This is an optimization exercise on Yosys and OpenROAD, whose aim is small area, a short achievable clock period and few clock cycles per item, not a production implementation.
Function was not checked in any run shown here: the RTL went through the layout flow alone.
Power figures rest on the tool's default switching activity, not on a simulated workload.

==> design/flow/design.v <==
module tone_ref_lookup (
    input  logic [6:0]        q,
    output logic signed [8:0] dref
);
    always_comb begin
        case (q)
            7'd0: dref = 9'sd0;
            7'd1: dref = -9'sd3;
            7'd2: dref = -9'sd6;
            7'd3: dref = -9'sd10;
            7'd4: dref = -9'sd13;
            7'd5: dref = -9'sd15;
            7'd6: dref = -9'sd18;
            7'd7: dref = -9'sd21;
            7'd8: dref = -9'sd24;
            7'd9: dref = -9'sd26;
            7'd10: dref = -9'sd29;
            7'd11: dref = -9'sd31;
            7'd12: dref = -9'sd34;
            7'd13: dref = -9'sd36;
            7'd14: dref = -9'sd38;
            7'd15: dref = -9'sd39;
            7'd16: dref = -9'sd41;
            7'd17: dref = -9'sd43;
            7'd18: dref = -9'sd44;
            7'd19: dref = -9'sd45;
            7'd20: dref = -9'sd46;
            7'd21: dref = -9'sd46;
            7'd22: dref = -9'sd47;
            7'd23: dref = -9'sd47;
            7'd24: dref = -9'sd46;
            7'd25: dref = -9'sd47;
            7'd26: dref = -9'sd46;
            7'd27: dref = -9'sd45;
            7'd28: dref = -9'sd44;
            7'd29: dref = -9'sd43;
            7'd30: dref = -9'sd41;
            7'd31: dref = -9'sd39;
            7'd32: dref = -9'sd37;
            7'd33: dref = -9'sd35;
            7'd34: dref = -9'sd32;
            7'd35: dref = -9'sd30;
            7'd36: dref = -9'sd27;
            7'd37: dref = -9'sd23;
            7'd38: dref = -9'sd20;
            7'd39: dref = -9'sd16;
            7'd40: dref = -9'sd11;
            7'd41: dref = -9'sd8;
            7'd42: dref = -9'sd3;
            7'd43: dref = 9'sd2;
            7'd44: dref = 9'sd6;
            7'd45: dref = 9'sd11;
            7'd46: dref = 9'sd17;
            7'd47: dref = 9'sd22;
            7'd48: dref = 9'sd27;
            7'd49: dref = 9'sd33;
            7'd50: dref = 9'sd39;
            7'd51: dref = 9'sd45;
            7'd52: dref = 9'sd51;
            7'd53: dref = 9'sd57;
            7'd54: dref = 9'sd63;
            7'd55: dref = 9'sd70;
            7'd56: dref = 9'sd76;
            7'd57: dref = 9'sd82;
            7'd58: dref = 9'sd89;
            7'd59: dref = 9'sd95;
            7'd60: dref = 9'sd101;
            7'd61: dref = 9'sd108;
            7'd62: dref = 9'sd115;
            7'd63: dref = 9'sd121;
            7'd64: dref = 9'sd127;
            7'd65: dref = 9'sd133;
            7'd66: dref = 9'sd139;
            7'd67: dref = 9'sd146;
            7'd68: dref = 9'sd151;
            7'd69: dref = 9'sd157;
            7'd70: dref = 9'sd163;
            7'd71: dref = 9'sd168;
            7'd72: dref = 9'sd174;
            7'd73: dref = 9'sd178;
            7'd74: dref = 9'sd183;
            7'd75: dref = 9'sd187;
            7'd76: dref = 9'sd193;
            7'd77: dref = 9'sd197;
            7'd78: dref = 9'sd201;
            7'd79: dref = 9'sd203;
            7'd80: dref = 9'sd207;
            7'd81: dref = 9'sd210;
            7'd82: dref = 9'sd213;
            7'd83: dref = 9'sd215;
            7'd84: dref = 9'sd218;
            7'd85: dref = 9'sd220;
            7'd86: dref = 9'sd221;
            7'd87: dref = 9'sd222;
            7'd88: dref = 9'sd223;
            7'd89: dref = 9'sd224;
            7'd90: dref = 9'sd224;
            7'd91: dref = 9'sd223;
            7'd92: dref = 9'sd223;
            7'd93: dref = 9'sd222;
            7'd94: dref = 9'sd220;
            7'd95: dref = 9'sd219;
            7'd96: dref = 9'sd217;
            7'd97: dref = 9'sd215;
            7'd98: dref = 9'sd211;
            7'd99: dref = 9'sd209;
            7'd100: dref = 9'sd206;
            7'd101: dref = 9'sd201;
            7'd102: dref = 9'sd198;
            7'd103: dref = 9'sd193;
            7'd104: dref = 9'sd188;
            7'd105: dref = 9'sd183;
            7'd106: dref = 9'sd177;
            7'd107: dref = 9'sd172;
            7'd108: dref = 9'sd166;
            7'd109: dref = 9'sd159;
            7'd110: dref = 9'sd152;
            7'd111: dref = 9'sd145;
            7'd112: dref = 9'sd139;
            7'd113: dref = 9'sd131;
            7'd114: dref = 9'sd124;
            7'd115: dref = 9'sd116;
            7'd116: dref = 9'sd108;
            7'd117: dref = 9'sd99;
            7'd118: dref = 9'sd91;
            7'd119: dref = 9'sd82;
            7'd120: dref = 9'sd74;
            7'd121: dref = 9'sd65;
            7'd122: dref = 9'sd56;
            7'd123: dref = 9'sd47;
            7'd124: dref = 9'sd37;
            7'd125: dref = 9'sd28;
            7'd126: dref = 9'sd18;
            7'd127: dref = 9'sd9;
            default: dref = 9'sd0;
        endcase
    end
endmodule
module fsk_mac (
    input  logic [3:0]  neg,
    input  logic [3:0]  one,
    input  logic [3:0]  two,
    input  logic [8:0]  d,
    input  logic [23:0] sm,
    input  logic [23:0] cm,
    output logic [23:0] nx0,
    output logic [23:0] nx1
);
    logic pp1, pp2, pp3, pp4, pp5, pp6, pp7, pp8, pp9, pp10, pp11, pp12, pp13, pp14, pp15, pp16;
    logic pp17, pp18, pp19, pp20, pp21, pp22, pp23, pp24, pp25, pp26, pp27, pp28, pp29, pp30, pp31, pp32;
    logic pp33, pp34, pp35, pp36, pp37, pp38, pp39, pp40, pp41, hs42, hc43, hs44, hc45, hs46, hc47, hs48;
    logic hc49, hs50, hc51, hs52, hc53, hs54, hc55, hs56, hc57, fs58, fc59, hs60, hc61, fs62, fc63, hs64;
    logic hc65, fs66, fc67, fs68, fc69, fs70, fc71, fs72, fc73, fs74, fc75, fs76, fc77, fs78, fc79, fs80;
    logic fc81, fs82, fc83, fs84, fc85, fs86, fc87, fs88, fc89, fs90, fc91, fs92, fc93, fs94, fc95, hs96;
    logic hc97, hs98, hc99, hs100, hc101, fs102, fc103, fs104, fc105, fs106, fc107, fs108, fc109, fs110, fc111, fs112;
    logic fc113, fs114, fc115, fs116, fc117, fs118, fc119, fs120, fc121, fs122, fc123, fs124, fc125, fs126, fc127, fs128;
    logic fc129, hs130, hc131, hs132, hc133, hs134, hc135, hs136, hc137, hs138, hc139, hs140, hc141, hs142, hc143, hs144;
    logic hc145, hs146, hc147, fs148, fc149, fs150, fc151, fs152, fc153, fs154, fc155, fs156, fc157, fs158, fc159, fs160;
    logic fc161, fs162, fc163, fs164, fc165, fs166, fc167, fs168, fc169, fs170, fc171, fs172, fc173, fs174, fc175, fs176;
    logic fc177, fs178, fc179, fs180, fc181, fs182, fc183, fs184, fc185, fs186, fc187, fs188, fc189, fs190, fc191, fs192;
    logic fc193;
    assign pp1 = (one[0] & d[0]) ^ neg[0];
    assign pp2 = ((one[0] & d[1]) | (two[0] & d[0])) ^ neg[0];
    assign pp3 = ((one[0] & d[2]) | (two[0] & d[1])) ^ neg[0];
    assign pp4 = ((one[0] & d[3]) | (two[0] & d[2])) ^ neg[0];
    assign pp5 = ((one[0] & d[4]) | (two[0] & d[3])) ^ neg[0];
    assign pp6 = ((one[0] & d[5]) | (two[0] & d[4])) ^ neg[0];
    assign pp7 = ((one[0] & d[6]) | (two[0] & d[5])) ^ neg[0];
    assign pp8 = ((one[0] & d[7]) | (two[0] & d[6])) ^ neg[0];
    assign pp9 = ((one[0] & d[8]) | (two[0] & d[7])) ^ neg[0];
    assign pp10 = ((one[0] & d[8]) | (two[0] & d[8])) ^ neg[0];
    assign pp11 = ~pp10;
    assign pp12 = (one[1] & d[0]) ^ neg[1];
    assign pp13 = ((one[1] & d[1]) | (two[1] & d[0])) ^ neg[1];
    assign pp14 = ((one[1] & d[2]) | (two[1] & d[1])) ^ neg[1];
    assign pp15 = ((one[1] & d[3]) | (two[1] & d[2])) ^ neg[1];
    assign pp16 = ((one[1] & d[4]) | (two[1] & d[3])) ^ neg[1];
    assign pp17 = ((one[1] & d[5]) | (two[1] & d[4])) ^ neg[1];
    assign pp18 = ((one[1] & d[6]) | (two[1] & d[5])) ^ neg[1];
    assign pp19 = ((one[1] & d[7]) | (two[1] & d[6])) ^ neg[1];
    assign pp20 = ((one[1] & d[8]) | (two[1] & d[7])) ^ neg[1];
    assign pp21 = ~(((one[1] & d[8]) | (two[1] & d[8])) ^ neg[1]);
    assign pp22 = (one[2] & d[0]) ^ neg[2];
    assign pp23 = ((one[2] & d[1]) | (two[2] & d[0])) ^ neg[2];
    assign pp24 = ((one[2] & d[2]) | (two[2] & d[1])) ^ neg[2];
    assign pp25 = ((one[2] & d[3]) | (two[2] & d[2])) ^ neg[2];
    assign pp26 = ((one[2] & d[4]) | (two[2] & d[3])) ^ neg[2];
    assign pp27 = ((one[2] & d[5]) | (two[2] & d[4])) ^ neg[2];
    assign pp28 = ((one[2] & d[6]) | (two[2] & d[5])) ^ neg[2];
    assign pp29 = ((one[2] & d[7]) | (two[2] & d[6])) ^ neg[2];
    assign pp30 = ((one[2] & d[8]) | (two[2] & d[7])) ^ neg[2];
    assign pp31 = ~(((one[2] & d[8]) | (two[2] & d[8])) ^ neg[2]);
    assign pp32 = (one[3] & d[0]) ^ neg[3];
    assign pp33 = ((one[3] & d[1]) | (two[3] & d[0])) ^ neg[3];
    assign pp34 = ((one[3] & d[2]) | (two[3] & d[1])) ^ neg[3];
    assign pp35 = ((one[3] & d[3]) | (two[3] & d[2])) ^ neg[3];
    assign pp36 = ((one[3] & d[4]) | (two[3] & d[3])) ^ neg[3];
    assign pp37 = ((one[3] & d[5]) | (two[3] & d[4])) ^ neg[3];
    assign pp38 = ((one[3] & d[6]) | (two[3] & d[5])) ^ neg[3];
    assign pp39 = ((one[3] & d[7]) | (two[3] & d[6])) ^ neg[3];
    assign pp40 = ((one[3] & d[8]) | (two[3] & d[7])) ^ neg[3];
    assign pp41 = ~(((one[3] & d[8]) | (two[3] & d[8])) ^ neg[3]);
    assign hs42 = cm[6] ^ neg[3];
    assign hc43 = cm[6] & neg[3];
    assign hs44 = cm[7] ^ pp8;
    assign hc45 = cm[7] & pp8;
    assign hs46 = cm[8] ^ pp9;
    assign hc47 = cm[8] & pp9;
    assign hs48 = cm[9] ^ pp10;
    assign hc49 = cm[9] & pp10;
    assign hs50 = cm[10] ^ pp10;
    assign hc51 = cm[10] & pp10;
    assign hs52 = cm[11] ^ pp21;
    assign hc53 = cm[11] & pp21;
    assign hs54 = cm[2] ^ neg[1];
    assign hc55 = cm[2] & neg[1];
    assign hs56 = cm[3] ^ pp4;
    assign hc57 = cm[3] & pp4;
    assign fs58 = cm[4] ^ neg[2] ^ pp5;
    assign fc59 = (cm[4] & neg[2]) | (cm[4] & pp5) | (neg[2] & pp5);
    assign hs60 = pp14 ^ pp22;
    assign hc61 = pp14 & pp22;
    assign fs62 = cm[5] ^ pp6 ^ pp15;
    assign fc63 = (cm[5] & pp6) | (cm[5] & pp15) | (pp6 & pp15);
    assign hs64 = pp23 ^ sm[5];
    assign hc65 = pp23 & sm[5];
    assign fs66 = hs42 ^ pp7 ^ pp16;
    assign fc67 = (hs42 & pp7) | (hs42 & pp16) | (pp7 & pp16);
    assign fs68 = pp24 ^ pp32 ^ sm[6];
    assign fc69 = (pp24 & pp32) | (pp24 & sm[6]) | (pp32 & sm[6]);
    assign fs70 = hc43 ^ pp17 ^ pp25;
    assign fc71 = (hc43 & pp17) | (hc43 & pp25) | (pp17 & pp25);
    assign fs72 = pp33 ^ sm[7] ^ hs44;
    assign fc73 = (pp33 & sm[7]) | (pp33 & hs44) | (sm[7] & hs44);
    assign fs74 = pp18 ^ pp26 ^ pp34;
    assign fc75 = (pp18 & pp26) | (pp18 & pp34) | (pp26 & pp34);
    assign fs76 = sm[8] ^ hs46 ^ hc45;
    assign fc77 = (sm[8] & hs46) | (sm[8] & hc45) | (hs46 & hc45);
    assign fs78 = pp19 ^ pp27 ^ pp35;
    assign fc79 = (pp19 & pp27) | (pp19 & pp35) | (pp27 & pp35);
    assign fs80 = sm[9] ^ hs48 ^ hc47;
    assign fc81 = (sm[9] & hs48) | (sm[9] & hc47) | (hs48 & hc47);
    assign fs82 = pp20 ^ pp28 ^ pp36;
    assign fc83 = (pp20 & pp28) | (pp20 & pp36) | (pp28 & pp36);
    assign fs84 = sm[10] ^ hs50 ^ hc49;
    assign fc85 = (sm[10] & hs50) | (sm[10] & hc49) | (hs50 & hc49);
    assign fs86 = pp29 ^ pp37 ^ sm[11];
    assign fc87 = (pp29 & pp37) | (pp29 & sm[11]) | (pp37 & sm[11]);
    assign fs88 = pp11 ^ hs52 ^ hc51;
    assign fc89 = (pp11 & hs52) | (pp11 & hc51) | (hs52 & hc51);
    assign fs90 = cm[12] ^ 1'b1 ^ pp30;
    assign fc91 = (cm[12] & 1'b1) | (cm[12] & pp30) | (1'b1 & pp30);
    assign fs92 = pp38 ^ sm[12] ^ hc53;
    assign fc93 = (pp38 & sm[12]) | (pp38 & hc53) | (sm[12] & hc53);
    assign fs94 = cm[13] ^ pp31 ^ pp39;
    assign fc95 = (cm[13] & pp31) | (cm[13] & pp39) | (pp31 & pp39);
    assign hs96 = cm[14] ^ 1'b1;
    assign hc97 = cm[14] & 1'b1;
    assign hs98 = cm[0] ^ neg[0];
    assign hc99 = cm[0] & neg[0];
    assign hs100 = cm[1] ^ pp2;
    assign hc101 = cm[1] & pp2;
    assign fs102 = hs54 ^ pp3 ^ pp12;
    assign fc103 = (hs54 & pp3) | (hs54 & pp12) | (pp3 & pp12);
    assign fs104 = hc55 ^ pp13 ^ sm[3];
    assign fc105 = (hc55 & pp13) | (hc55 & sm[3]) | (pp13 & sm[3]);
    assign fs106 = sm[4] ^ hs60 ^ hc57;
    assign fc107 = (sm[4] & hs60) | (sm[4] & hc57) | (hs60 & hc57);
    assign fs108 = hc61 ^ hs64 ^ fc59;
    assign fc109 = (hc61 & hs64) | (hc61 & fc59) | (hs64 & fc59);
    assign fs110 = hc65 ^ fc63 ^ fs66;
    assign fc111 = (hc65 & fc63) | (hc65 & fs66) | (fc63 & fs66);
    assign fs112 = fc67 ^ fs70 ^ fc69;
    assign fc113 = (fc67 & fs70) | (fc67 & fc69) | (fs70 & fc69);
    assign fs114 = fc71 ^ fs74 ^ fc73;
    assign fc115 = (fc71 & fs74) | (fc71 & fc73) | (fs74 & fc73);
    assign fs116 = fc75 ^ fs78 ^ fc77;
    assign fc117 = (fc75 & fs78) | (fc75 & fc77) | (fs78 & fc77);
    assign fs118 = fc79 ^ fs82 ^ fc81;
    assign fc119 = (fc79 & fs82) | (fc79 & fc81) | (fs82 & fc81);
    assign fs120 = fc83 ^ fs86 ^ fc85;
    assign fc121 = (fc83 & fs86) | (fc83 & fc85) | (fs86 & fc85);
    assign fs122 = fs90 ^ fc87 ^ fc89;
    assign fc123 = (fs90 & fc87) | (fs90 & fc89) | (fc87 & fc89);
    assign fs124 = sm[13] ^ fc91 ^ fs94;
    assign fc125 = (sm[13] & fc91) | (sm[13] & fs94) | (fc91 & fs94);
    assign fs126 = hs96 ^ pp40 ^ sm[14];
    assign fc127 = (hs96 & pp40) | (hs96 & sm[14]) | (pp40 & sm[14]);
    assign fs128 = cm[15] ^ hc97 ^ pp41;
    assign fc129 = (cm[15] & hc97) | (cm[15] & pp41) | (hc97 & pp41);
    assign hs130 = cm[16] ^ 1'b1;
    assign hc131 = cm[16] & 1'b1;
    assign hs132 = cm[17] ^ 1'b1;
    assign hc133 = cm[17] & 1'b1;
    assign hs134 = cm[18] ^ 1'b1;
    assign hc135 = cm[18] & 1'b1;
    assign hs136 = cm[19] ^ 1'b1;
    assign hc137 = cm[19] & 1'b1;
    assign hs138 = cm[20] ^ 1'b1;
    assign hc139 = cm[20] & 1'b1;
    assign hs140 = cm[21] ^ 1'b1;
    assign hc141 = cm[21] & 1'b1;
    assign hs142 = cm[22] ^ 1'b1;
    assign hc143 = cm[22] & 1'b1;
    assign hs144 = cm[23] ^ 1'b1;
    assign hc145 = cm[23] & 1'b1;
    assign hs146 = hs98 ^ pp1;
    assign hc147 = hs98 & pp1;
    assign fs148 = hc99 ^ sm[1] ^ hs100;
    assign fc149 = (hc99 & sm[1]) | (hc99 & hs100) | (sm[1] & hs100);
    assign fs150 = sm[2] ^ hc101 ^ fs102;
    assign fc151 = (sm[2] & hc101) | (sm[2] & fs102) | (hc101 & fs102);
    assign fs152 = hs56 ^ fc103 ^ fs104;
    assign fc153 = (hs56 & fc103) | (hs56 & fs104) | (fc103 & fs104);
    assign fs154 = fs58 ^ fc105 ^ fs106;
    assign fc155 = (fs58 & fc105) | (fs58 & fs106) | (fc105 & fs106);
    assign fs156 = fs62 ^ fc107 ^ fs108;
    assign fc157 = (fs62 & fc107) | (fs62 & fs108) | (fc107 & fs108);
    assign fs158 = fs68 ^ fc109 ^ fs110;
    assign fc159 = (fs68 & fc109) | (fs68 & fs110) | (fc109 & fs110);
    assign fs160 = fs72 ^ fc111 ^ fs112;
    assign fc161 = (fs72 & fc111) | (fs72 & fs112) | (fc111 & fs112);
    assign fs162 = fs76 ^ fc113 ^ fs114;
    assign fc163 = (fs76 & fc113) | (fs76 & fs114) | (fc113 & fs114);
    assign fs164 = fs80 ^ fc115 ^ fs116;
    assign fc165 = (fs80 & fc115) | (fs80 & fs116) | (fc115 & fs116);
    assign fs166 = fs84 ^ fc117 ^ fs118;
    assign fc167 = (fs84 & fc117) | (fs84 & fs118) | (fc117 & fs118);
    assign fs168 = fs88 ^ fc119 ^ fs120;
    assign fc169 = (fs88 & fc119) | (fs88 & fs120) | (fc119 & fs120);
    assign fs170 = fs92 ^ fc121 ^ fs122;
    assign fc171 = (fs92 & fc121) | (fs92 & fs122) | (fc121 & fs122);
    assign fs172 = fc93 ^ fs124 ^ fc123;
    assign fc173 = (fc93 & fs124) | (fc93 & fc123) | (fs124 & fc123);
    assign fs174 = fc95 ^ fs126 ^ fc125;
    assign fc175 = (fc95 & fs126) | (fc95 & fc125) | (fs126 & fc125);
    assign fs176 = sm[15] ^ fs128 ^ fc127;
    assign fc177 = (sm[15] & fs128) | (sm[15] & fc127) | (fs128 & fc127);
    assign fs178 = hs130 ^ sm[16] ^ fc129;
    assign fc179 = (hs130 & sm[16]) | (hs130 & fc129) | (sm[16] & fc129);
    assign fs180 = hs132 ^ hc131 ^ sm[17];
    assign fc181 = (hs132 & hc131) | (hs132 & sm[17]) | (hc131 & sm[17]);
    assign fs182 = hs134 ^ hc133 ^ sm[18];
    assign fc183 = (hs134 & hc133) | (hs134 & sm[18]) | (hc133 & sm[18]);
    assign fs184 = hs136 ^ hc135 ^ sm[19];
    assign fc185 = (hs136 & hc135) | (hs136 & sm[19]) | (hc135 & sm[19]);
    assign fs186 = hs138 ^ hc137 ^ sm[20];
    assign fc187 = (hs138 & hc137) | (hs138 & sm[20]) | (hc137 & sm[20]);
    assign fs188 = hs140 ^ hc139 ^ sm[21];
    assign fc189 = (hs140 & hc139) | (hs140 & sm[21]) | (hc139 & sm[21]);
    assign fs190 = hs142 ^ hc141 ^ sm[22];
    assign fc191 = (hs142 & hc141) | (hs142 & sm[22]) | (hc141 & sm[22]);
    assign fs192 = hs144 ^ hc143 ^ sm[23];
    assign fc193 = (hs144 & hc143) | (hs144 & sm[23]) | (hc143 & sm[23]);
    assign nx0[0] = hs146;
    assign nx0[1] = fs148;
    assign nx0[2] = fs150;
    assign nx0[3] = fs152;
    assign nx0[4] = fs154;
    assign nx0[5] = fs156;
    assign nx0[6] = fs158;
    assign nx0[7] = fs160;
    assign nx0[8] = fs162;
    assign nx0[9] = fs164;
    assign nx0[10] = fs166;
    assign nx0[11] = fs168;
    assign nx0[12] = fs170;
    assign nx0[13] = fs172;
    assign nx0[14] = fs174;
    assign nx0[15] = fs176;
    assign nx0[16] = fs178;
    assign nx0[17] = fs180;
    assign nx0[18] = fs182;
    assign nx0[19] = fs184;
    assign nx0[20] = fs186;
    assign nx0[21] = fs188;
    assign nx0[22] = fs190;
    assign nx0[23] = fs192;
    assign nx1[0] = sm[0];
    assign nx1[1] = hc147;
    assign nx1[2] = fc149;
    assign nx1[3] = fc151;
    assign nx1[4] = fc153;
    assign nx1[5] = fc155;
    assign nx1[6] = fc157;
    assign nx1[7] = fc159;
    assign nx1[8] = fc161;
    assign nx1[9] = fc163;
    assign nx1[10] = fc165;
    assign nx1[11] = fc167;
    assign nx1[12] = fc169;
    assign nx1[13] = fc171;
    assign nx1[14] = fc173;
    assign nx1[15] = fc175;
    assign nx1[16] = fc177;
    assign nx1[17] = fc179;
    assign nx1[18] = fc181;
    assign nx1[19] = fc183;
    assign nx1[20] = fc185;
    assign nx1[21] = fc187;
    assign nx1[22] = fc189;
    assign nx1[23] = fc191;
endmodule
module symbol_decider (
    input  logic        sys_clk,
    input  logic        rst_n,
    input  logic        push,
    input  logic        push_bit,
    output logic [1:0]  qv,
    output logic        pop,
    output logic        symbol,
    output logic        symbol_valid,
    input  logic        symbol_ready
);
    logic [1:0] qd;
    logic [1:0] nv;
    logic [1:0] nd;
    assign pop          = qv[0] && symbol_ready;
    assign symbol       = qd[0];
    assign symbol_valid = qv[0];
    always_comb begin
        nv = pop ? {1'b0, qv[1]} : qv;
        nd = pop ? {qd[1], qd[1]} : qd;
        if (push) begin
            if (!nv[0]) nd[0] = push_bit;
            else        nd[1] = push_bit;
            nv = {nv[0], 1'b1};
        end
    end
    always_ff @(posedge sys_clk or negedge rst_n) begin
        if (!rst_n) qv <= '0;
        else        qv <= nv;
    end
    always_ff @(posedge sys_clk) begin
        qd <= nd;
    end
endmodule
module fsk_demod (
    input  logic         sys_clk,
    input  logic         rst_n,
    input  logic [15:0]  sample_in,       
    input  logic         sample_valid,
    output logic         sample_ready,
    output logic         symbol,          
    output logic         symbol_valid,
    input  logic         symbol_ready
);
    localparam int W = 24;
    logic       rdy;
    logic       take;
    logic [7:0] phase;
    logic [7:0] q1;           
    logic       p7;           
    logic [7:0] s1;
    logic       l1;
    assign sample_ready = rdy;
    assign take         = sample_valid && rdy;
    assign phase = sample_in[15:8];
    always_ff @(posedge sys_clk) begin
        q1 <= phase[7] ? 8'd0 - phase : phase;
        p7 <= phase[7];
        s1 <= sample_in[7:0] & {8{take}};
    end
    logic       newlast;      
    assign newlast = take && (phase == 8'hFF);
    always_ff @(posedge sys_clk or negedge rst_n) begin
        if (!rst_n) l1 <= 1'b0;
        else        l1 <= newlast;
    end
    logic signed [8:0] dhalf;
    logic [8:0]        se;
    logic [3:0]        neg_n, one_n, two_n;
    logic [3:0]        neg2, one2, two2;
    logic [8:0]        d2;
    logic              l2;
    tone_ref_lookup u_lookup (.q(q1[6:0]), .dref(dhalf));
    always_comb begin
        se = {s1, 1'b0};
        for (int i = 0; i < 4; i++) begin
            neg_n[i] = se[2*i+2];
            one_n[i] = se[2*i+1] ^ se[2*i];
            two_n[i] = (se[2*i+2] & ~se[2*i+1] & ~se[2*i]) | (~se[2*i+2] & se[2*i+1] & se[2*i]);
        end
    end
    always_ff @(posedge sys_clk) begin
        d2   <= q1[7] ? 9'd0 : dhalf;       
        neg2 <= neg_n ^ {4{p7}};
        one2 <= one_n;
        two2 <= two_n;
    end
    logic [W-1:0] acc_s, acc_c;
    logic [W-1:0] nx_s, nx_c;
    logic         run;        
    logic         l3;         
    logic         flush;      
    fsk_mac u_mac (
        .neg (neg2),
        .one (one2),
        .two (two2),
        .d   (d2),
        .sm  (run ? acc_s : ~acc_c),    
        .cm  (acc_c),
        .nx0 (nx_s),
        .nx1 (nx_c)
    );
    always_ff @(posedge sys_clk) begin
        acc_s <= nx_s;
        acc_c <= nx_c;
    end
    always_ff @(posedge sys_clk or negedge rst_n) begin
        if (!rst_n) begin
            l2      <= 1'b0;
            l3      <= 1'b0;
            flush   <= 1'b1;
            run     <= 1'b0;
        end else begin
            l2      <= l1;
            l3      <= l2;
            flush   <= 1'b0;
            run     <= !(l2 || flush);
        end
    end
    logic [W-1:0] gen_b, prop_b;    
    logic         cg0, cg1, cp1, cg2, cp2, x23;
    logic         dg0, dg1, dp1, dg2, dp2, dx23;
    logic         dec;
    logic         l4;
    assign gen_b  = acc_s & acc_c;
    assign prop_b = acc_s | acc_c;
    always_comb begin
        cg0 = 1'b0;
        for (int i = 0; i < 8; i++)   cg0 = gen_b[i] | (prop_b[i] & cg0);
        cg1 = 1'b0;
        for (int i = 8; i < 16; i++)  cg1 = gen_b[i] | (prop_b[i] & cg1);
        cg2 = 1'b0;
        for (int i = 16; i < 23; i++) cg2 = gen_b[i] | (prop_b[i] & cg2);
        cp1 = &prop_b[15:8];
        cp2 = &prop_b[22:16];
        x23 = acc_s[23] ^ acc_c[23];
    end
    always_ff @(posedge sys_clk) begin
        dg0  <= cg0;
        dg1  <= cg1;
        dp1  <= cp1;
        dg2  <= cg2;
        dp2  <= cp2;
        dx23 <= x23;
    end
    assign dec = !(dx23 ^ (dg2 | (dp2 & (dg1 | (dp1 & dg0)))));
    always_ff @(posedge sys_clk or negedge rst_n) begin
        if (!rst_n) l4 <= 1'b0;
        else        l4 <= l3;
    end
    logic [1:0] qv;
    logic       pop;
    symbol_decider u_queue (
        .sys_clk      (sys_clk),
        .rst_n        (rst_n),
        .push         (l4),
        .push_bit     (dec),
        .qv           (qv),
        .pop          (pop),
        .symbol       (symbol),
        .symbol_valid (symbol_valid),
        .symbol_ready (symbol_ready)
    );
    logic [5:0] ends;
    logic       at_most_one;
    assign ends = {newlast, l1, l2, l3, l4, pop ? qv[1] : qv[0]};
    always_comb begin
        at_most_one = 1'b1;
        for (int i = 0; i < 6; i++)
            for (int j = i + 1; j < 6; j++)
                if (ends[i] && ends[j]) at_most_one = 1'b0;
    end
    always_ff @(posedge sys_clk or negedge rst_n) begin
        if (!rst_n) rdy <= 1'b0;
        else        rdy <= (pop || !qv[1]) && at_most_one;
    end
endmodule
==> design/flow/flow/run.sh <==
#!/bin/bash
# Own flow: the standard layout, with two changes.
#  1. Synthesis: the standard script, except that synth's "fine" step skips its quick abc
#     (so extract_fa sees the RTL's adders unscrambled) and the final abc uses an area
#     script with deepsyn (flow/abc_deep.script). The result is used only when it holds
#     exactly the standard synthesis's registers (names and cell types); otherwise the
#     standard synthesis is kept.
#  2. Port buffers are plain buffers (BUFFER_PORTS_ARGS) instead of the delay cells the
#     resizer picks by default.
# Every tool's output goes to a log file of its own in this folder.
set -u
W=$PWD
F=$W/flow
R=$W/orfs/results/$FLOW_PLATFORM/fsk_demod/base
PORTS='BUFFER_PORTS_ARGS=-buffer_cell sky130_fd_sc_hd__buf_4'

bash standard.sh synth > $W/log_standard_synth.txt 2>&1 || { echo "standard synth failed"; exit 1; }
cp $R/1_2_yosys.v $W/standard_1_2_yosys.v

# modified copy of ORFS's synth.tcl and of the standard flow's synthesis script
mkdir -p $W/mysynth
sed -e 's|^\(\s*synth -top $::env(DESIGN_NAME) -run fine: {\*}$synth_full_args\)|\1 -noabc|' \
    -e "s|^source \$::env(SCRIPTS_DIR)/synth_preamble.tcl|&\nset abc_args [lreplace \$abc_args 1 1 $F/abc_deep.script]|" \
    $FLOW_HOME/scripts/synth.tcl > $W/mysynth/synth.tcl
sed "s|source \$::env(SCRIPTS_DIR)/synth.tcl|source $W/mysynth/synth.tcl|" $W/synth_recipe.tcl > $W/mysynth/synth_recipe.tcl

if make -C $FLOW_HOME DESIGN_CONFIG=$W/config.mk WORK_HOME=$W/mysynth/orfs CLKGATE_MAP_FILE= \
     SYNTH_SCRIPT=$W/mysynth/synth_recipe.tcl synth > $W/log_my_synth.txt 2>&1; then
  M=$W/mysynth/orfs/results/$FLOW_PLATFORM/fsk_demod/base/1_2_yosys.v
  if python3 $F/regcmp.py $W/standard_1_2_yosys.v $M > $W/log_regcmp.txt 2>&1; then
    cp $M $R/1_2_yosys.v
    rm -f $R/1_synth.odb $R/1_synth.sdc
    echo "using the modified synthesis"
  else
    echo "registers differ: keeping the standard synthesis"
  fi
else
  echo "modified synthesis failed: keeping the standard synthesis"
fi

bash standard.sh "$PORTS" finish > $W/log_standard_finish.txt 2>&1 || { echo "layout failed"; exit 1; }
test -f $W/out/final.def
==> design/flow/flow/abc_deep.script <==
strash
&get -n
&deepsyn -T 45 -S 1
&put
dch -f
map -a
topo
stime -c
buffer -c
upsize -c
dnsize -c
==> design/flow/flow/regcmp.py <==
# regcmp.py STD.v NEW.v: exit 0 when both netlists hold the same registers
# (same instance names, same cell types, drive strength aside).
import re, sys

def regs(path):
    txt = open(path).read()
    out = {}
    for typ, name in re.findall(r'^\s*(sky130_fd_sc_hd__\w+)\s+(\S+)\s*\(', txt, re.M):
        base = typ.replace('sky130_fd_sc_hd__', '')
        if re.match(r'(e?df|dl|sdf|sedf)', base):
            out[name] = re.sub(r'_\d+$', '', base)
    return out

a, b = regs(sys.argv[1]), regs(sys.argv[2])
if a != b or not a:
    print("register mismatch:", len(a), len(b))
    for k in sorted(set(a) | set(b)):
        if a.get(k) != b.get(k):
            print("  ", k, a.get(k), b.get(k))
    sys.exit(1)
print("registers match:", len(a))
==> design/flow/standard.sh <==
#!/bin/bash
# synth_recipe.tcl (not shown) runs the flow's synth.tcl, then flattens the netlist and writes it again
# the make line also repeats each setting of config.mk as NAME=value (left out here)
make -C /OpenROAD-flow-scripts/flow DESIGN_CONFIG=/design/flow/config.mk WORK_HOME=/design/flow/orfs CLKGATE_MAP_FILE= SYNTH_SCRIPT=/design/flow/synth_recipe.tcl "${@:-finish}"
==> design/flow/config.mk <==
export PLATFORM = sky130hd
export DESIGN_NAME = fsk_demod
export DESIGN_NICKNAME = fsk_demod
export VERILOG_FILES = /design/flow/design.v
export SDC_FILE = /design/flow/constraint.sdc
export NUM_CORES = 4
export LEC_CHECK = 0
export CAP_MARGIN = 20
export CORE_MARGIN = 2
export CORE_UTILIZATION = 50
export SETUP_SLACK_MARGIN = 3.5
export SLEW_MARGIN = 20
==> design/flow/constraint.sdc <==
create_clock -name core_clock -period 6.0 [get_ports {sys_clk}]
set_input_delay 1.2000 -clock core_clock [delete_from_list [all_inputs] [get_ports {sys_clk}]]
set_output_delay 1.2000 -clock core_clock [all_outputs]
set_load 0.01 [all_outputs]
==> flow_summary.json, run 1 <==
{
  "rr_worst_depth": 7,
  "setup_viol": 0,
  "critPathMaxFanout": 5,
  "fmax_ghz": 0.397,
  "maxCapViolCount": 0,
  "wl_mm": 13.5,
  "min_to": "one2[0]",
  "r2r_slack_ns": 3.48,
  "gr-usage-all-layers_pct": 21.4,
  "die_w_um": 114,
  "worstMarginPinSlew_ns": 0.512,
  "die_y_um": 114,
  "pin_count": 23,
  "portBuffers": 22,
  "gp_congestion": 0.954,
  "clock-sinks": 103,
  "synth_area_mm2": 0.00608,
  "top_usage_layer": "met2",
  "reg2reg_from": "d2[8]",
  "tns_ns": 0,
  "overflow": 0,
  "timing.rr.end": "acc_s[9]",
  "avgSynthCellArea_um2": 8.82,
  "start_kind": "flop",
  "n_antenna_cell": 0,
  "grtUsageMet2_pct": 34.2,
  "synthCells": 689,
  "fin_skew_ns": 0.00677,
  "postCtsHoldBufs": 0,
  "clk_latency_ns": 0.35,
  "antenna_found_initial": 0,
  "hold_path.startpoint": "s1[0]",
  "fin_nets": 799,
  "drt_iter0_drc": 273,
  "grt_pass1_wl_mm": 22.1,
  "report.final.slew_viol_count": 0,
  "cts_buffer_depth": 2,
  "htree_levels": 3,
  "hold_viol": 0,
  "worst_setup_path_end_kind": "flop",
  "hold_class": "reg2reg",
  "start_util_pct": 50.8,
  "crit_type": "reg2reg",
  "routed_via_density": 5.46,
  "fin_crit_sh_pct": 42.0,
  "dr_total_vias": 4716,
  "core_area_mm2": 0.0120,
  "outcome": "no timing/DRC/antenna violations",
  "grt_use_met1_pct": 28.8,
  "drc": 0,
  "hold_depth": 0,
  "cts_root_buffer": "clkbuf_16",
  "p_total_uw": 3390,
  "required_ns": 6.23,
  "area_growth_pct": 14.1,
  "grtUsageMet3_pct": 5.19,
  "cts_buffers": 9,
  "rsz0062_at_grt": "true",
  "firstDrtPassIters": 5,
  "route.detailed.wl_per_inst_um": 15.7,
  "rows": 40,
  "ir_drop_mv": 0.178,
  "place_area_mm2": 0.00636,
  "tritoncts": "yes",
  "clk_pin_slew_ns": 0.07,
  "cellPowerDensity_mw_per_mm2": 490,
  "die_area_mm2": 0.0131,
  "dp.final_hpwl_mm": 10.2,
  "synth_nets": 777,
  "grt_pass1_vias": 4584,
  "power_leakage_uw": 0.00306,
  "drive_above_1_share_pct": 17.5,
  "relSlewSlack_pct": 65.8,
  "postLayoutCellArea_mm2": 0.00693,
  "startpoint": "d2[8]",
  "ant_nets": 0,
  "yosysWarnings": 3,
  "crit_arrival_ns": 2.75,
  "grt_max_degree": 48,
  "period_needed_ns": 2.52
}
-- sequential cells by signal, summed over array words and instances, names as in the netlist, 4 cells and up --
signal / flops
q1: 8
two2: 4
acc_s: 24
s1: 8
neg2: 4
one2: 4
d2: 9
acc_c: 24
-- what timing repair did --
| item | 4_1_cts | 5_1_grt |
|---|---|---|
| setup buffers | 1 | 3 |
| pin swaps | 11 | 20 |
| setup endpoints to repair | 17 | 23 |
| gates cloned | 0 | 2 |
| resized for setup | 32 | 45 |
-- how the worst max path moves through the flow --
stage and endpoint:
2_1_floorplan acc_s[8], 3_3_place_gp acc_s[11], 3_5_place_dp acc_s[11], 4_1_cts acc_s[9]
5_1_grt acc_s[9], 6_report acc_s[9]
-- routing by layer --
metal	vias to the layer above	routed length (um)
li1	2331	-
met1	2190	6220
met2	168	6280
met3	27	774
met4	0	258
met5	-	0
-- final cells by class --
class | count | area [um^2]
Fill cell | 1050 | 5030
Multi-Input combinational cell | 461 | 3640
Sequential cell | 103 | 2150
Inverter | 107 | 423
Timing Repair Buffer | 28 | 240
Clock buffer | 10 | 239
Tap cell | 147 | 184
Clock inverter | 6 | 52.6
Timing Repair inverter | 1 | 5.00
-- metrics by stage --
step	setup WS (ns)	hold slack, ns	std cells	util, %
after CTS	3.45	0.377	858	56.3
after detailed placement	3.17	0.361	841	53.1
after global placement	3.26	0.351	841	53.1
after global routing	3.42	0.390	863	58.0
final	3.48	0.369	863	58.0
after floorplan	3.50	0.331	689	-
-- power breakdown --
part	switching (uW)	internal, uW	leakage, uW
Clock	269	300	0.000145
Combinational	877	741	0.00201
Sequential	238	970	0.000908
-- critical path: stages (launching register included) --
cell and delay, ns:
dfxtp_4 0.39, inv_4 0.05, o22ai_4 0.16, xor2_1 0.20
ha_1 0.28, fa_2 0.39, fa_2 0.54, fa_1 0.40
-- cell usage in the layout, fill, tap and decap left out, types with 6 or more instances in the layout --
master,n
inv_1,82
dfxtp_1,80
nor2_1,78
nand2_1,58
xor2_1,45
fa_1,45
a21oi_1,41
o21ai_0,36
o22ai_1,31
buf_4,26
inv_2,18
ha_1,14
o22ai_2,13
nand3_1,10
clkbuf_16,10
a31oi_1,8
nor3_1,7
o211ai_1,7
fa_2,7
dfxtp_2,7
dfrtp_1,7
nor2_2,6
a22oi_1,6
dfxtp_4,6
==> inputs of run 2 (changes only) <==
--- a/design/flow/flow/run.sh
+++ b/design/flow/flow/run.sh
@@ -2,7 +2,7 @@
 # Own flow: the standard layout, with two changes.
 #  1. Synthesis: the standard script, except that synth's "fine" step skips its quick abc
 #     (so extract_fa sees the RTL's adders unscrambled) and the final abc uses an area
-#     script with deepsyn (flow/abc_deep.script). The result is used only when it holds
+#     mapping script (flow/abc.script). The result is used only when it holds
 #     exactly the standard synthesis's registers (names and cell types); otherwise the
 #     standard synthesis is kept.
 #  2. Port buffers are plain buffers (BUFFER_PORTS_ARGS) instead of the delay cells the
@@ -20,7 +20,7 @@
 # modified copy of ORFS's synth.tcl and of the standard flow's synthesis script
 mkdir -p $W/mysynth
 sed -e 's|^\(\s*synth -top $::env(DESIGN_NAME) -run fine: {\*}$synth_full_args\)|\1 -noabc|' \
-    -e "s|^source \$::env(SCRIPTS_DIR)/synth_preamble.tcl|&\nset abc_args [lreplace \$abc_args 1 1 $F/abc_deep.script]|" \
+    -e "s|^source \$::env(SCRIPTS_DIR)/synth_preamble.tcl|&\nset abc_args [lreplace \$abc_args 1 1 $F/abc.script]|" \
     $FLOW_HOME/scripts/synth.tcl > $W/mysynth/synth.tcl
 sed "s|source \$::env(SCRIPTS_DIR)/synth.tcl|source $W/mysynth/synth.tcl|" $W/synth_recipe.tcl > $W/mysynth/synth_recipe.tcl
 
==> design/flow/flow/abc.script (new file) <==
strash
dch -f
map -a
topo
stime -c
buffer -c
upsize -c
dnsize -c
removed: design/flow/flow/abc_deep.script
==> run 2 against run 1 <==
Effect of this change:
- flip-flop and latch count did not move
- design area rose by 1.8%
- cell count rose by 3.4%
- highest routed layer unchanged
- core utilization rose by 0.53 points
==> flow_summary.json, run 2 <==
{
  "outcome": "no timing/DRC/antenna violations",
  "overflow": 0,
  "antenna_found_initial": 0,
  "ir_drop_mv": 0.164,
  "die_w_um": 115,
  "p_total_uw": 3330,
  "grt_pass1_vias": 4685,
  "layout_common_cells": "inv_1 (79), dfxtp_1 (78), nor2_1 (65), nand2_1 (63), o21ai_0 (54)",
  "dp_slack_ns": 3.18,
  "cts_buffer_depth": 2,
  "maxCapViolCount": 0,
  "fin_skew_ns": 0.00843,
  "drc": 0,
  "tritoncts": "yes",
  "fillerInstances": 1055,
  "hold_class": "reg2reg",
  "wl_mm": 13.7,
  "report.final.slew_viol_count": 0,
  "routed_via_density": 5.37,
  "cp_top_family": "adder cells",
  "die_y_um": 115,
  "avgSynthCellArea_um2": 8.83,
  "yosysWarnings": 3,
  "start_kind": "flop",
  "reg_top3": "acc_c: 24 flops, acc_s: 24 flops, d2: 9 flops",
  "clock-sinks": 103,
  "synth_area_mm2": 0.00621,
  "area_growth_pct": 13.7,
  "relSlewSlack_pct": 55.8,
  "path_buf_inv": 1,
  "required_ns": 6.22,
  "worst_setup_path_end_kind": "flop",
  "grt_pass1_wl_mm": 22.9,
  "dr_total_vias": 4791,
  "post-route-util_pct": 58.5,
  "gr-usage-all-layers_pct": 21.9,
  "slowest_delay_ns": 0.54,
  "htree_levels": 3,
  "worstMarginPinSlew_ns": 0.647,
  "crit_arrival_ns": 2.74,
  "start_util_pct": 51.5,
  "gp_congestion": 0.907,
  "clk_pin_slew_ns": 0.07,
  "synthCells": 703,
  "fin_crit_sh_pct": 41.9,
  "crit_chain": "inv_8 -> o22ai_4 -> xor2_1 -> ha_1 -> fa_2 -> fa_1 -> fa_1",
  "n_antenna_cell": 0,
  "tns_ns": 0,
  "die_area_mm2": 0.0133,
  "drive_above_1_share_pct": 16.9,
  "critPathSlowestCell": "fa_1",
  "pin_count": 23,
  "synth_nets": 791,
  "cts_root_buffer": "clkbuf_16",
  "route.detailed.wl_per_inst_um": 15.4,
  "critPathMaxFanout": 4,
  "rows": 40,
  "mostFrequentLayoutCell": "inv_1",
  "fmax_ghz": 0.398,
  "setup_viol": 0,
  "cellPowerDensity_mw_per_mm2": 472,
  "rsz0062_at_grt": "true",
  "dp.final_hpwl_mm": 10.5,
  "firstDrtPassIters": 4,
  "cts_buffers": 9,
  "core_area_mm2": 0.0121,
  "fin_nets": 807,
  "crit_type": "reg2reg",
  "power_leakage_uw": 0.00305,
  "path_common_cell": "fa_1",
  "period_needed_ns": 2.51,
  "grt_max_degree": 48,
  "hold_viol": 0,
  "setup_slack_ns": 3.49,
  "portBuffers": 22,
  "ant_nets": 0,
  "drt_iter0_drc": 249,
  "clk_latency_ns": 0.36
}
-- run 2: layout make-up --
type | count | area, um^2 | share of cell area (%)
clock buffers | 9 | 225 | 3.19
clock inverters | 7 | 58.8 | 0.833
inverters | 101 | 409 | 5.80
multi-input cells | 475 | 3750 | 53.1
flip-flops and latches | 103 | 2160 | 30.6
well taps | 168 | 210 | 2.98
repair buffers | 29 | 248 | 3.51
-- run 2: layer usage --
layer  up-vias  routed length (um)  global-route usage [%]
met5         -                   0                       0
met4         0                 285                    7.63
met3        26                 680                    5.39
met2       129                6490                    34.7
met1      2258                6280                    29.4
li1       2378                   -                       -
-- run 2: report_power, final --
part | switching, uW | internal [uW] | leakage, uW | total [uW]
logic | 866 | 709 | 0.00200 | 1570
clock network | 275 | 290 | 0.000141 | 564
registers | 220 | 969 | 0.000909 | 1190
-- run 2: path summary, 6_finish.rpt --
kind	start	end	slack, ns	cells past startpoint
setup / recovery	one2[0]	acc_s[8]	3.49	7
hold / removal	s1[0]	one2[0]	0.35	0
setup reg to reg	one2[0]	acc_s[8]	3.49	7
hold reg to reg	s1[0]	one2[0]	0.35	0
max in group asynchronous	rst_n	flush	5.14	1
min in group asynchronous	rst_n	u_queue.qv[0]	0.65	1
-- run 2: metrics by stage --
step	hold slack [ns]	std cells	instance area, um^2
6_report	0.350	892	7060
3_3_place_gp	0.354	872	6490
5_1_grt	0.361	892	7060
4_1_cts	0.350	889	6870
2_1_floorplan	0.331	703	6230
3_5_place_dp	0.353	872	6490
-- run 2: timing repair --
item	in CTS	in global routing
hold buffers	0	0
resized for setup	36	44
setup endpoints to repair	18	17
setup buffers	1	2
cloned	0	1
pin swaps	14	14

-- separate check: timing with driven ports --
The results above use ideal ports. As a check the final layouts listed here were re-extracted and re-timed, cells and wires unchanged. Step 1 assumes that a clkbuf_16 drives the clock port and a buf_2 every other input. Step 2 adds t to the input delays and takes it off the output delays; t is the mean of the earliest and latest rising clock arrival at the registers after step 1. Input paths then give back, and output paths get back, about the clock's delay inside the block. a / b / c = no drivers / after step 1 / after step 2; a / b = the first two.
| run | t, ns | slack for setup (ns) | worst setup path after step 2 | slew at the worst register clock pin (ns) | worst slew at a driven data input, ns |
|---|---|---|---|---|---|
| run 1 | 0.386 | 3.482 / 3.482 / 3.482 | register to register | 0.07 / 0.07 | 0.04 |
| run 2 | 0.391 | 3.486 / 3.486 / 3.486 | register to register | 0.08 / 0.08 | 0.04 |
After both steps every run listed still meets setup and hold.
